This is an optimization exercise on Yosys and OpenROAD, whose aim is a short achievable clock period and few clock cycles, not a production implementation. Function was checked by simulation only, so behaviour that the tests miss may differ from the original. No activity file was given, so power comes from the tool's default toggle rates.

Setup of the previous run:
// pipelineCore
module pipelineCore (
    input  logic        clk,
    input  logic        rst,
    input  logic [31:0] imemData,
    output logic [31:0] imemAddr,
    output logic        wbWe,
    output logic [4:0]  wbReg,
    output logic [31:0] wbData,
    output logic [31:0] wbPc
);
    logic [31:0] fpc;
    logic        ovrV;           
    logic [31:0] ovrT;
    logic        killD;          
    logic        stall;          
    logic [31:0] irD;
    logic [31:0] pcD;
    logic [16:0] tgtLoD;         
    logic        negD;           
    logic [13:0] upD;            
    logic [13:0] upPD;
    logic [13:0] upMD;
    logic [3:0]  pc4HiD;
    logic        jD;
    logic        subuD;
    logic        oriD;
    logic        lwD;
    logic        swD;
    logic        beqChkD;        
    logic        predTkD;        
    logic        zChkD;          
    logic        useRsD;
    logic        useRtD;         
    logic        useImmD;
    logic [4:0]  destD;
    logic        weD;
    logic [31:0] rsOHD;          
    logic [31:0] rtOHD;
  ...
Size in the first run: about 9100 cells after synthesis, ~150000 sq um of cells after synthesis.
clock: 7.0 ns
lec_check: 0
cap_margin: 20
core_margin: 2
core_utilization: 35
place_density: 0.55
setup_slack_margin: 5.0
slew_margin: 20
run.sh (not shown) runs the stock make flow with config.mk's settings and CLKGATE_MAP_FILE= SYNTH_SCRIPT=/design/flow/synth_recipe.tcl, a recipe that flattens the netlist after the stock synthesis.
Testbench counts of the previous run, summed over its fixed seeds: cycles 41,939.
> inputs changed (the previous run -> the current run)
Settings: swapping 5.0 for 4.5 in SETUP_SLACK_MARGIN.
### Flow results
Total routing usage reported by global routing across the previous run and the current run: no real change.
Going from the previous run to the current run, shortest period the worst path allows down 47 ps, final standard cell area without fillers down 1.2%, net switching power up about 0.33%.
Compared with the previous run, the current run shows net count reported at finish that has gone down slightly.
Post-route met1 wirelength, the current run vs the previous run: down slightly

---

pipelineCore, a different RTL version from the one above (not shown whole).
Size in the first run: roughly 8,800 cells after synthesis, about 3,800 flip-flops, ~140 I/O pins, ~140,000 sq um of cells after synthesis.
==> flow/config.mk <==
export PLATFORM = sky130hd
export DESIGN_NAME = pipelineCore
export DESIGN_NICKNAME = pipelineCore
export VERILOG_FILES = /design/flow/design.v
export SDC_FILE = /design/flow/constraint.sdc
export NUM_CORES = 4
export LEC_CHECK = 0
export CAP_MARGIN = 20
export CORE_MARGIN = 2
export CORE_UTILIZATION = 35
export PLACE_DENSITY = 0.55
export SETUP_SLACK_MARGIN = 4.5
export SLEW_MARGIN = 20
==> flow/constraint.sdc <==
create_clock -name core_clock -period 7.0 [get_ports {clk}]
set_input_delay 1.4000 -clock core_clock [delete_from_list [all_inputs] [get_ports {clk}]]
set_output_delay 1.4000 -clock core_clock [all_outputs]
set_load 0.01 [all_outputs]
The first run went through all stages and came out clean.
Testbench counts at the start, summed over its fixed seeds: cycles 42,942.
Edit:
Settings changed: TNS_END_PERCENT set to 10.
Outcome: The new run passed the timing, design-rule and antenna checks; hold slack gets better by 0.011 ns; non-clock buffer count decreases by 129; final area fell by 2.4%; worst setup slack got worse by 0.14 ns; die area is unchanged; routed wire length goes down by 2.9%; count of clock-buffer cells in the layout climbs by 32.

---

## north
pipelineCore, a different RTL version from the one above (not shown whole).
Size: ~9300 cells after synthesis, roughly 4100 flip-flops, ~0.15 mm^2 of cells after synthesis.
==> flow/config.mk <==
export PLATFORM = sky130hd
export DESIGN_NAME = pipelineCore
export DESIGN_NICKNAME = pipelineCore
export VERILOG_FILES = /design/flow/design.v
export SDC_FILE = /design/flow/constraint.sdc
export NUM_CORES = 4
export LEC_CHECK = 0
export CAP_MARGIN = 20
export CORE_MARGIN = 2
export CORE_UTILIZATION = 35
export PLACE_DENSITY = 0.55
export SETUP_SLACK_MARGIN = 4.5
export SLEW_MARGIN = 20
export TNS_END_PERCENT = 10
==> flow/constraint.sdc <==
create_clock -name core_clock -period 7.0 [get_ports {clk}]
set_input_delay 1.4000 -clock core_clock [delete_from_list [all_inputs] [get_ports {clk}]]
set_output_delay 1.4000 -clock core_clock [all_outputs]
set_load 0.01 [all_outputs]
north ended with every stage complete and zero timing, DRC or antenna violations.
Testbench counts of north, summed over its fixed seeds: cycles 41,939.
Input-level comparison between south and north:
Settings: clearing TNS_END_PERCENT, which used to be 10.
Results
Diff north -> south: via count went up by about 3%; logic gate share of total power went up by 0.8 points; share of layout cells above drive strength 1 went up by 6.0 points; multi-input logic area went up by 5.1%; non-clock buffer count went up by 376. When south is measured against north, its internal power summed over all cells turns out 0.00019 W lower.

---

## main
pipelineCore, a different RTL version from the one above (not shown whole).
For scale: about 8,900 cells after synthesis, ~3,800 flip-flops, roughly 140 I/O pins, roughly 140,000 um^2 of cells after synthesis.
==> flow/config.mk <==
export PLATFORM = sky130hd
export DESIGN_NAME = pipelineCore
export DESIGN_NICKNAME = pipelineCore
export VERILOG_FILES = /design/flow/design.v
export SDC_FILE = /design/flow/constraint.sdc
export NUM_CORES = 4
export LEC_CHECK = 0
export CAP_MARGIN = 20
export CORE_MARGIN = 2
export CORE_UTILIZATION = 35
export PLACE_DENSITY = 0.55
export SETUP_SLACK_MARGIN = 4.5
export SLEW_MARGIN = 20
==> flow/constraint.sdc <==
create_clock -name core_clock -period 7.0 [get_ports {clk}]
set_input_delay 1.4000 -clock core_clock [delete_from_list [all_inputs] [get_ports {clk}]]
set_output_delay 1.4000 -clock core_clock [all_outputs]
set_load 0.01 [all_outputs]
Testbench counts of main, summed over its fixed seeds: cycles 42,942.
#### Input delta (the feature branch over main)
- TNS_END_PERCENT newly set to 10
Findings:
The final layouts of main and the feature branch pass the timing, design-rule and antenna checks. Looking at shortest period the worst path allows across both flows, the feature branch is the weaker of the two, with main ahead. Taking the feature branch as 1.0, main lands at 1.16 on total inserted antenna cells. When the final numbers for main and the feature branch were put side by side, the share of total power consumed by net switching turned out to be smaller in the feature branch. [diff] minimum setup slack after placement, the feature branch relative to main: regression. Taking main as the reference, in the feature branch maximum frequency from static timing analysis went down by 1.8%, core occupancy in the finished layout went down by 1.0 points.

-- re-timing with driven ports --
No port has a modelled driver above. Below, the same layouts with a new extraction and two added sets of constraints. Step 1 sets driving cells, clkbuf_16 on the clock port and buf_2 on the other inputs (assumed; they add their load-dependent delay and slew). Step 2 times the ports against the registers' clock, not the clock port: input delays grow and output delays shrink by t, the midpoint of the rising clock arrivals with the driver on. Three values: no drivers, after step 1, after step 2; two values: the first two.
run | t, ns | slack for setup (ns) | worst setup path at the end | latest minus earliest clock arrival (ns) | cell pins on the clock port's net
the previous run | 1.115 | 3.847 / 3.847 / 2.954 | input to register | 0.137 / 0.137 | 1
the current run | 1.130 | 3.894 / 3.883 / 3.053 | input to register | 0.169 / 0.170 | 1
the first run of note 2 | 1.108 | 3.994 / 3.886 / 3.141 | input to register | 0.094 / 0.095 | 1
the second run of note 2 | 1.087 | 3.855 / 3.855 / 3.144 | input to register | 0.087 / 0.087 | 1
north | 1.094 | 3.888 / 3.871 / 3.190 | input to register | 0.123 / 0.123 | 1
south | 1.093 | 3.859 / 3.859 / 3.123 | input to register | 0.112 / 0.113 | 1
main | 1.116 | 3.829 / 3.829 / 2.798 | input to register | 0.106 / 0.107 | 1
the feature branch | 1.117 | 3.771 / 3.771 / 2.898 | input to register | 0.072 / 0.072 | 1
After both steps setup and hold are still met in every run listed. The setup slack of main, which loses most, moves by 0.000 ns with the drivers and by -1.031 ns with both steps.
